Source: an optimization exercise on an open RTL-to-GDS flow (aim: small area, a short achievable clock period and few clock cycles per item). Production flows keep margins and buffers that such runs may drop. Only simulation tests tie the RTL to the original design; equivalence was not proved. The flow treats the clock pin as an ideal source, which a real chip does not have. Power and IR drop assume default switching activity.

==> inputs of indigo <==
==> flow/design.v (excerpt) <==
module tga_byte_stream_decoder_unit #(
  parameter int unsigned PALETTE_ENTRIES = tgadec_pkg::PaletteEntriesDef
) (
  input  logic        clk_i,
  input  logic        rst_ni,
  input  logic        in_valid_i,
  output logic        in_ready_o,
  input  logic        func_i,
  input  logic [7:0]  data_byte_i,
  input  logic        first_byte_i,
  input  logic [7:0]  palette_index_i,
  output logic        out_valid_o,
  input  logic        out_ready_i,
  output logic [1:0]  kind_o,
  output logic [15:0] column_o,
  output logic [15:0] row_o,
  output logic [31:0] pixel_value_o,
  output logic [15:0] image_width_o,
  output logic [15:0] image_height_o,
  output logic [5:0]  bits_per_pixel_o,
  output logic [2:0]  error_code_o,
  output logic        last_pixel_o
);
Settings: LEC_CHECK=0, CAP_MARGIN=20, CORE_MARGIN=2, CORE_UTILIZATION=55, CTS_CLUSTER_DIAMETER=80, CTS_CLUSTER_SIZE=26, PLACE_DENSITY=0.7, SETUP_SLACK_MARGIN=4.6, SLEW_MARGIN=20, SYNTH_MEMORY_MAX_BITS=16384; clock period 8.0 ns.
standard.sh (not shown) runs the stock make flow with config.mk's settings and CLKGATE_MAP_FILE= SYNTH_SCRIPT=/design/flow/synth_recipe.tcl, a recipe that flattens the netlist after the stock synthesis.
==> flow/flow/run.sh <==
#!/bin/bash
set -o pipefail
export CTS_ARGS="-sink_clustering_enable -repair_clock_nets -sink_clustering_size 26 -sink_clustering_max_diameter 80 -dont_use_dummy_load"
cp standard.sh standard_sh_copy.txt
bash standard.sh 2>&1 | tee standard.log
==> inputs of violet, as changes to indigo <==
--- a/flow/design.v
+++ b/flow/design.v
@@ -28,45 +28,67 @@
 endpackage
 module tgadec_ram (
   input  logic        clk_i,
   input  logic        we_i,
   input  logic [7:0]  waddr_i,
   input  logic [31:0] wdata_i,
-  input  logic        cap_i,
   input  logic [7:0]  raddr_i,
+  input  logic        rhit_i,
   output logic [31:0] rdata_o
 );
   logic [255:0][31:0] mem_q;
+  logic [15:0]        rsel_hi, rsel_lo;
   logic [15:0]        wsel_hi, wsel_lo;
-  logic [7:0][31:0]   part_d, part_q;
+  logic [255:0][31:0] terms;
   always_comb begin
+    rsel_hi = '0;
+    rsel_lo = '0;
     wsel_hi = '0;
     wsel_lo = '0;
+    rsel_hi[raddr_i[7:4]] = rhit_i;
+    rsel_lo[raddr_i[3:0]] = 1'b1;
     wsel_hi[waddr_i[7:4]] = we_i;
     wsel_lo[waddr_i[3:0]] = 1'b1;
   end
   for (genvar i = 0; i < 256; i++) begin : g_word
     always_ff @(posedge clk_i) begin
       if (wsel_hi[i / 16] && wsel_lo[i % 16]) begin
         mem_q[i] <= wdata_i;
       end
     end
+    assign terms[i] = {32{rsel_hi[i / 16] & rsel_lo[i % 16]}} & mem_q[i];
   end
-  logic [2:0] rhi_q;
-  always_comb begin
-    for (int k = 0; k < 8; k++) begin
-      part_d[k] = mem_q[32*k + int'(raddr_i[4:0])];
-    end
+  logic [127:0][31:0] l1;
+  logic [63:0][31:0]  l2;
+  logic [31:0][31:0]  l3;
+  logic [15:0][31:0]  l4;
+  logic [7:0][31:0]   l5;
+  logic [3:0][31:0]   l6;
+  logic [1:0][31:0]   l7;
+  for (genvar i = 0; i < 128; i++) begin : g_l1
+    assign l1[i] = terms[2*i] | terms[2*i+1];
   end
-  always_ff @(posedge clk_i) begin
-    if (cap_i) begin
-      part_q <= part_d;
-      rhi_q  <= raddr_i[7:5];
-    end
+  for (genvar i = 0; i < 64; i++) begin : g_l2
+    assign l2[i] = l1[2*i] | l1[2*i+1];
+  end
+  for (genvar i = 0; i < 32; i++) begin : g_l3
+    assign l3[i] = l2[2*i] | l2[2*i+1];
+  end
+  for (genvar i = 0; i < 16; i++) begin : g_l4
+    assign l4[i] = l3[2*i] | l3[2*i+1];
   end
-  assign rdata_o = part_q[rhi_q];
+  for (genvar i = 0; i < 8; i++) begin : g_l5
+    assign l5[i] = l4[2*i] | l4[2*i+1];
+  end
+  for (genvar i = 0; i < 4; i++) begin : g_l6
+    assign l6[i] = l5[2*i] | l5[2*i+1];
+  end
+  for (genvar i = 0; i < 2; i++) begin : g_l7
+    assign l7[i] = l6[2*i] | l6[2*i+1];
+  end
+  assign rdata_o = l7[0] | l7[1];
 endmodule
 module tgadec_out (
   input  logic                clk_i,
   input  logic                rst_ni,
   input  logic                res_i,
   input  tgadec_pkg::result_t r_i,
@@ -108,17 +130,17 @@
   input  logic                clk_i,
   input  logic                rst_ni,
   input  logic                proc_i,
   input  logic                func_i,
   input  logic [7:0]          data_byte_i,
   input  logic                first_byte_i,
+  input  logic [7:0]          palette_index_i,
   input  logic [31:0]         rdata_i,
-  input  logic                cap_i,
-  input  logic [7:0]          lk_idx_i,
   output logic                res_o,
   output tgadec_pkg::result_t r_o,
+  output logic                rhit_o,
   output logic                ram_we_o,
   output logic [7:0]          ram_waddr_o,
   output logic [31:0]         ram_wdata_o
 );
   typedef enum logic [5:0] {
     PH_IDLE    = 6'b000001,
@@ -166,29 +188,13 @@
   assign complete = alpha_q ? (bie_q == 2'd3) : (bie_q == 2'd2);
   assign colour   = {alpha_q ? b : 8'hFF, part_q[23:8], alpha_q ? part_q[7:0] : b};
   assign col_last = (col_q == wid_q);
   assign row_last = (row_q == hgt_q);
   assign eidx_inc = eidx_q + 9'd1;
   assign hc       = first ? 5'd0 : hcnt_q;
-  logic        hit_q;
-  logic        fwd_q;
-  logic [7:0]  fwd_b_q;
-  logic [31:0] fwd_colour;
-  logic [31:0] lk_data;
-  logic        lk_lt, lk_eq;
-  assign lk_lt = ({1'b0, lk_idx_i} < eidx_q);
-  assign lk_eq = ({1'b0, lk_idx_i} == eidx_q);
-  always_ff @(posedge clk_i) begin
-    if (cap_i) begin
-      hit_q   <= !(is_byte && first) && (lk_lt || (ram_we_o && lk_eq));
-      fwd_q   <= ram_we_o && lk_eq;
-      fwd_b_q <= b;
-    end
-  end
-  assign fwd_colour = {alpha_q ? fwd_b_q : 8'hFF, part_q[23:8], alpha_q ? part_q[7:0] : fwd_b_q};
-  assign lk_data    = fwd_q ? fwd_colour : rdata_i;
+  assign rhit_o = ({1'b0, palette_index_i} < eidx_q);
   assign ram_we_o    = is_byte && !first && (phase_q == PH_PALETTE) && complete;
   assign ram_waddr_o = eidx_q[7:0];
   assign ram_wdata_o = colour;
   logic       h_err;
   logic [2:0] h_code;
   logic [5:0] h_bpp;
@@ -229,13 +235,13 @@
   always_comb begin
     res_o = 1'b0;
     r_o   = '0;
     if (proc_i && func_i) begin
       res_o      = 1'b1;
       r_o.kind   = tgadec_pkg::KIND_PALETTE;
-      r_o.value  = hit_q ? lk_data : tgadec_pkg::OpaqueBlack;
+      r_o.value  = rdata_i | (rhit_o ? 32'h0 : tgadec_pkg::OpaqueBlack);
     end else if (is_byte && hdr_last) begin
       res_o = 1'b1;
       if (h_err) begin
         r_o.kind = tgadec_pkg::KIND_ERROR;
         r_o.err  = h_code;
       end else begin
@@ -402,70 +408,71 @@
 );
   logic       in_ready_q;
   logic       v_q;
   logic       func_q;
   logic [7:0] data_q;
   logic       first_q;
+  logic [7:0] pidx_q;
   logic                accept;
   logic                proc;
   logic                res;
   tgadec_pkg::result_t r;
   tgadec_pkg::result_t out_res;
   logic                skid_valid;
+  logic                rhit;
   logic                ram_we;
   logic [7:0]          ram_waddr;
   logic [31:0]         ram_wdata;
   logic [31:0]         ram_rdata;
   logic                v_d;
   logic                skid_est_d;
-  logic                cap;
   assign accept     = in_valid_i && in_ready_q;
   assign in_ready_o = in_ready_q;
   assign proc       = v_q && !skid_valid;
-  assign cap        = !(v_q && skid_valid);
   assign v_d        = accept || (v_q && !proc);
   assign skid_est_d = out_valid_o && !out_ready_i && (skid_valid || proc);
   always_ff @(posedge clk_i or negedge rst_ni) begin
     if (!rst_ni) begin
-      in_ready_q <= 1'b0;
+      in_ready_q <= 1'b1;
       v_q        <= 1'b0;
     end else begin
       in_ready_q <= !v_d || !skid_est_d;
       v_q        <= v_d;
     end
   end
   always_ff @(posedge clk_i) begin
-    if (cap) begin
+    if (in_ready_q) begin
       func_q  <= func_i;
       data_q  <= data_byte_i;
       first_q <= first_byte_i;
+      pidx_q  <= palette_index_i;
     end
   end
   tgadec_parser u_parser (
     .clk_i          (clk_i),
     .rst_ni         (rst_ni),
     .proc_i         (proc),
     .func_i         (func_q),
     .data_byte_i    (data_q),
     .first_byte_i   (first_q),
+    .palette_index_i(pidx_q),
     .rdata_i        (ram_rdata),
-    .cap_i          (cap),
-    .lk_idx_i       (palette_index_i),
     .res_o          (res),
     .r_o            (r),
+    .rhit_o         (rhit),
     .ram_we_o       (ram_we),
     .ram_waddr_o    (ram_waddr),
     .ram_wdata_o    (ram_wdata)
   );
   tgadec_ram u_palette_ram (
     .clk_i  (clk_i),
     .we_i   (ram_we),
     .waddr_i(ram_waddr),
     .wdata_i(ram_wdata),
-    .cap_i  (cap),
-    .raddr_i(palette_index_i),
+    .raddr_i(pidx_q),
+    .rhit_i (rhit),
     .rdata_o(ram_rdata)
   );
   tgadec_out u_out (
     .clk_i       (clk_i),
     .rst_ni      (rst_ni),
     .res_i       (res),
==> flow/run.sh (new file) <==
#!/bin/bash
# synth_recipe.tcl (not shown) runs the flow's synth.tcl, then flattens the netlist and writes it again
# the make line also repeats each setting of config.mk as NAME=value (left out here)
make -C /OpenROAD-flow-scripts/flow DESIGN_CONFIG=/design/flow/config.mk WORK_HOME=/design/flow/orfs CLKGATE_MAP_FILE= SYNTH_SCRIPT=/design/flow/synth_recipe.tcl finish
Settings changed: CORE_UTILIZATION 55 to 50, CTS_CLUSTER_DIAMETER 80 to default, CTS_CLUSTER_SIZE 26 to default, PLACE_DENSITY 0.7 to 0.6.
removed: flow/flow/run.sh
removed: flow/standard.sh
==> inputs of pepper, as changes to indigo <==
--- a/flow/design.v
+++ b/flow/design.v
@@ -34,13 +34,13 @@
   input  logic        cap_i,
   input  logic [7:0]  raddr_i,
   output logic [31:0] rdata_o
 );
   logic [255:0][31:0] mem_q;
   logic [15:0]        wsel_hi, wsel_lo;
-  logic [7:0][31:0]   part_d, part_q;
+  logic [3:0][31:0]   part_d, part_q;
   always_comb begin
     wsel_hi = '0;
     wsel_lo = '0;
     wsel_hi[waddr_i[7:4]] = we_i;
     wsel_lo[waddr_i[3:0]] = 1'b1;
   end
@@ -48,22 +48,22 @@
     always_ff @(posedge clk_i) begin
       if (wsel_hi[i / 16] && wsel_lo[i % 16]) begin
         mem_q[i] <= wdata_i;
       end
     end
   end
-  logic [2:0] rhi_q;
+  logic [1:0] rhi_q;
   always_comb begin
-    for (int k = 0; k < 8; k++) begin
-      part_d[k] = mem_q[32*k + int'(raddr_i[4:0])];
+    for (int k = 0; k < 4; k++) begin
+      part_d[k] = mem_q[64*k + int'(raddr_i[5:0])];
     end
   end
   always_ff @(posedge clk_i) begin
     if (cap_i) begin
       part_q <= part_d;
-      rhi_q  <= raddr_i[7:5];
+      rhi_q  <= raddr_i[7:6];
     end
   end
   assign rdata_o = part_q[rhi_q];
 endmodule
 module tgadec_out (
   input  logic                clk_i,
@@ -108,17 +108,18 @@
   input  logic                clk_i,
   input  logic                rst_ni,
   input  logic                proc_i,
   input  logic                func_i,
   input  logic [7:0]          data_byte_i,
   input  logic                first_byte_i,
+  input  logic [7:0]          palette_index_i,
   input  logic [31:0]         rdata_i,
   input  logic                cap_i,
-  input  logic [7:0]          lk_idx_i,
   output logic                res_o,
   output tgadec_pkg::result_t r_o,
+  output logic                rhit_o,
   output logic                ram_we_o,
   output logic [7:0]          ram_waddr_o,
   output logic [31:0]         ram_wdata_o
 );
   typedef enum logic [5:0] {
     PH_IDLE    = 6'b000001,
@@ -166,29 +167,27 @@
   assign complete = alpha_q ? (bie_q == 2'd3) : (bie_q == 2'd2);
   assign colour   = {alpha_q ? b : 8'hFF, part_q[23:8], alpha_q ? part_q[7:0] : b};
   assign col_last = (col_q == wid_q);
   assign row_last = (row_q == hgt_q);
   assign eidx_inc = eidx_q + 9'd1;
   assign hc       = first ? 5'd0 : hcnt_q;
-  logic        hit_q;
-  logic        fwd_q;
-  logic [7:0]  fwd_b_q;
+  assign rhit_o = ({1'b0, palette_index_i} < eidx_q);
+  logic       fwd_we_q;
+  logic [7:0] fwd_b_q;
+  logic       fwd;
   logic [31:0] fwd_colour;
   logic [31:0] lk_data;
-  logic        lk_lt, lk_eq;
-  assign lk_lt = ({1'b0, lk_idx_i} < eidx_q);
-  assign lk_eq = ({1'b0, lk_idx_i} == eidx_q);
   always_ff @(posedge clk_i) begin
     if (cap_i) begin
-      hit_q   <= !(is_byte && first) && (lk_lt || (ram_we_o && lk_eq));
-      fwd_q   <= ram_we_o && lk_eq;
-      fwd_b_q <= b;
+      fwd_we_q <= ram_we_o;
+      fwd_b_q  <= b;
     end
   end
+  assign fwd        = fwd_we_q && ({1'b0, palette_index_i} + 9'd1 == eidx_q);
   assign fwd_colour = {alpha_q ? fwd_b_q : 8'hFF, part_q[23:8], alpha_q ? part_q[7:0] : fwd_b_q};
-  assign lk_data    = fwd_q ? fwd_colour : rdata_i;
+  assign lk_data    = fwd ? fwd_colour : rdata_i;
   assign ram_we_o    = is_byte && !first && (phase_q == PH_PALETTE) && complete;
   assign ram_waddr_o = eidx_q[7:0];
   assign ram_wdata_o = colour;
   logic       h_err;
   logic [2:0] h_code;
   logic [5:0] h_bpp;
@@ -229,13 +228,13 @@
   always_comb begin
     res_o = 1'b0;
     r_o   = '0;
     if (proc_i && func_i) begin
       res_o      = 1'b1;
       r_o.kind   = tgadec_pkg::KIND_PALETTE;
-      r_o.value  = hit_q ? lk_data : tgadec_pkg::OpaqueBlack;
+      r_o.value  = rhit_o ? lk_data : tgadec_pkg::OpaqueBlack;
     end else if (is_byte && hdr_last) begin
       res_o = 1'b1;
       if (h_err) begin
         r_o.kind = tgadec_pkg::KIND_ERROR;
         r_o.err  = h_code;
       end else begin
@@ -402,18 +401,20 @@
 );
   logic       in_ready_q;
   logic       v_q;
   logic       func_q;
   logic [7:0] data_q;
   logic       first_q;
+  logic [7:0] pidx_q;
   logic                accept;
   logic                proc;
   logic                res;
   tgadec_pkg::result_t r;
   tgadec_pkg::result_t out_res;
   logic                skid_valid;
+  logic                rhit;
   logic                ram_we;
   logic [7:0]          ram_waddr;
   logic [31:0]         ram_wdata;
   logic [31:0]         ram_rdata;
   logic                v_d;
   logic                skid_est_d;
@@ -423,38 +424,40 @@
   assign proc       = v_q && !skid_valid;
   assign cap        = !(v_q && skid_valid);
   assign v_d        = accept || (v_q && !proc);
   assign skid_est_d = out_valid_o && !out_ready_i && (skid_valid || proc);
   always_ff @(posedge clk_i or negedge rst_ni) begin
     if (!rst_ni) begin
-      in_ready_q <= 1'b0;
+      in_ready_q <= 1'b1;
       v_q        <= 1'b0;
     end else begin
       in_ready_q <= !v_d || !skid_est_d;
       v_q        <= v_d;
     end
   end
   always_ff @(posedge clk_i) begin
     if (cap) begin
       func_q  <= func_i;
       data_q  <= data_byte_i;
       first_q <= first_byte_i;
+      pidx_q  <= palette_index_i;
     end
   end
   tgadec_parser u_parser (
     .clk_i          (clk_i),
     .rst_ni         (rst_ni),
     .proc_i         (proc),
     .func_i         (func_q),
     .data_byte_i    (data_q),
     .first_byte_i   (first_q),
+    .palette_index_i(pidx_q),
     .rdata_i        (ram_rdata),
     .cap_i          (cap),
-    .lk_idx_i       (palette_index_i),
     .res_o          (res),
     .r_o            (r),
+    .rhit_o         (rhit),
     .ram_we_o       (ram_we),
     .ram_waddr_o    (ram_waddr),
     .ram_wdata_o    (ram_wdata)
   );
   tgadec_ram u_palette_ram (
     .clk_i  (clk_i),
==> flow/run.sh (new file) <==
#!/bin/bash
# synth_recipe.tcl (not shown) runs the flow's synth.tcl, then flattens the netlist and writes it again
# the make line also repeats each setting of config.mk as NAME=value (left out here)
make -C /OpenROAD-flow-scripts/flow DESIGN_CONFIG=/design/flow/config.mk WORK_HOME=/design/flow/orfs CLKGATE_MAP_FILE= SYNTH_SCRIPT=/design/flow/synth_recipe.tcl finish
Settings changed: CORE_UTILIZATION 55 to 30, CTS_CLUSTER_DIAMETER 80 to default, CTS_CLUSTER_SIZE 26 to default, PLACE_DENSITY 0.7 to 0.45, SETUP_SLACK_MARGIN 4.6 to 4.5.
removed: flow/flow/run.sh
removed: flow/standard.sh
==> run notes <==
| item | violet | indigo | pepper |
|---|---|---|---|
| Result of the run | aborted with a tool error | timing/DRC/antenna clean | timing/DRC/antenna clean |
| Stage where the flow stopped | global routing | - | - |
| Wire per inst | - | 38.30 um | 34.78 um |
| Flip-flop and latch area | - | 264,400 um^2 | 260,600 um^2 |
| Worst clock skew | - | 0.1274 ns | 0.1273 ns |
| Clock latency reported for the late side of the worst-skew pair | - | 1.07 ns | 1.17 ns |
| Final-layout clock buffer total | - | 417 | 1,185 |
| Die Ht | 807.9 um | 788.6 um | 1059 um |
| Via count | - | 158,000 | 159,900 |
| Count of flip-flops with a built-in enable after synthesis | 8,420 | 8,681 | 8,557 |
| Distinct cell type count after synthesis | 98 | 87 | 80 |
| Area of the multi-input gates | - | 74,310 um^2 | 73,220 um^2 |
| Effective utilization at floorplan | 0.5014 | 0.5511 | 0.3009 |
| Worst Tran Pin Value | - | 1.297 ns | 1.326 ns |
| Max-slew violation total from the final report | - | 0 | 0 |
| Power in combinational cells | - | 2.94 mW | 3.23 mW |
| Inverter count of the layout excluding clock inverters | - | 31 | 71 |
| Flip-flop count of the largest register after layout | - | 8,192 | 8,192 |
| Final cell area excluding filler cells | - | 371,500 um^2 | 399,400 um^2 |
| Number of cells on the critical path | - | 7 | 9 |
| Final standard cell count with taps included and fillers excluded | - | 22,880 | 30,900 |
| Power spent charging and discharging nets | - | 15.40 mW | 20.29 mW |
| DPL Wire Length | 1,942,000 um | 491,100 um | 635,500 um |
| Clock slew at reported path FFs | - | 0.09 ns | 0.06 ns |
| Tapcells inserted | - | 8,120 | 14,780 |
Testbench counts of indigo, summed over its fixed seeds: cycles 48,680, items 48,656.
Testbench counts of violet, summed over its fixed seeds: cycles 48,680, items 48,656.
Testbench counts of pepper, summed over its fixed seeds: cycles 48,680, items 48,656.

==> static timing again, ports no longer ideal <==
In the flow no input, the clock included, has a driving cell. The finished layouts below were timed again as built, in two steps. Step 1: set_driving_cell puts a clkbuf_16 on clk_i and a buf_2 on each other input, an assumption about the parent block. Step 2 times the ports against the registers' clock, not the clock port: input delays grow and output delays shrink by t, the midpoint of the rising clock arrivals with the driver on. a / b / c = ideal ports / drivers / drivers and shift; a / b = the first two.
run	shift t [ns]	setup slack, ns	hold slack, ns	worst slew at a driven data input, ns
indigo	1.157	4.530 / 4.260 / 3.103	0.510 / 0.462 / 0.510	0.46
pepper	1.270	4.324 / 4.085 / 2.815	0.484 / 0.469 / 0.484	0.55
After both steps setup and hold are still met in every run listed. The setup slack of pepper, which loses most, moves by -0.239 ns with the drivers and by -1.509 ns with both steps.
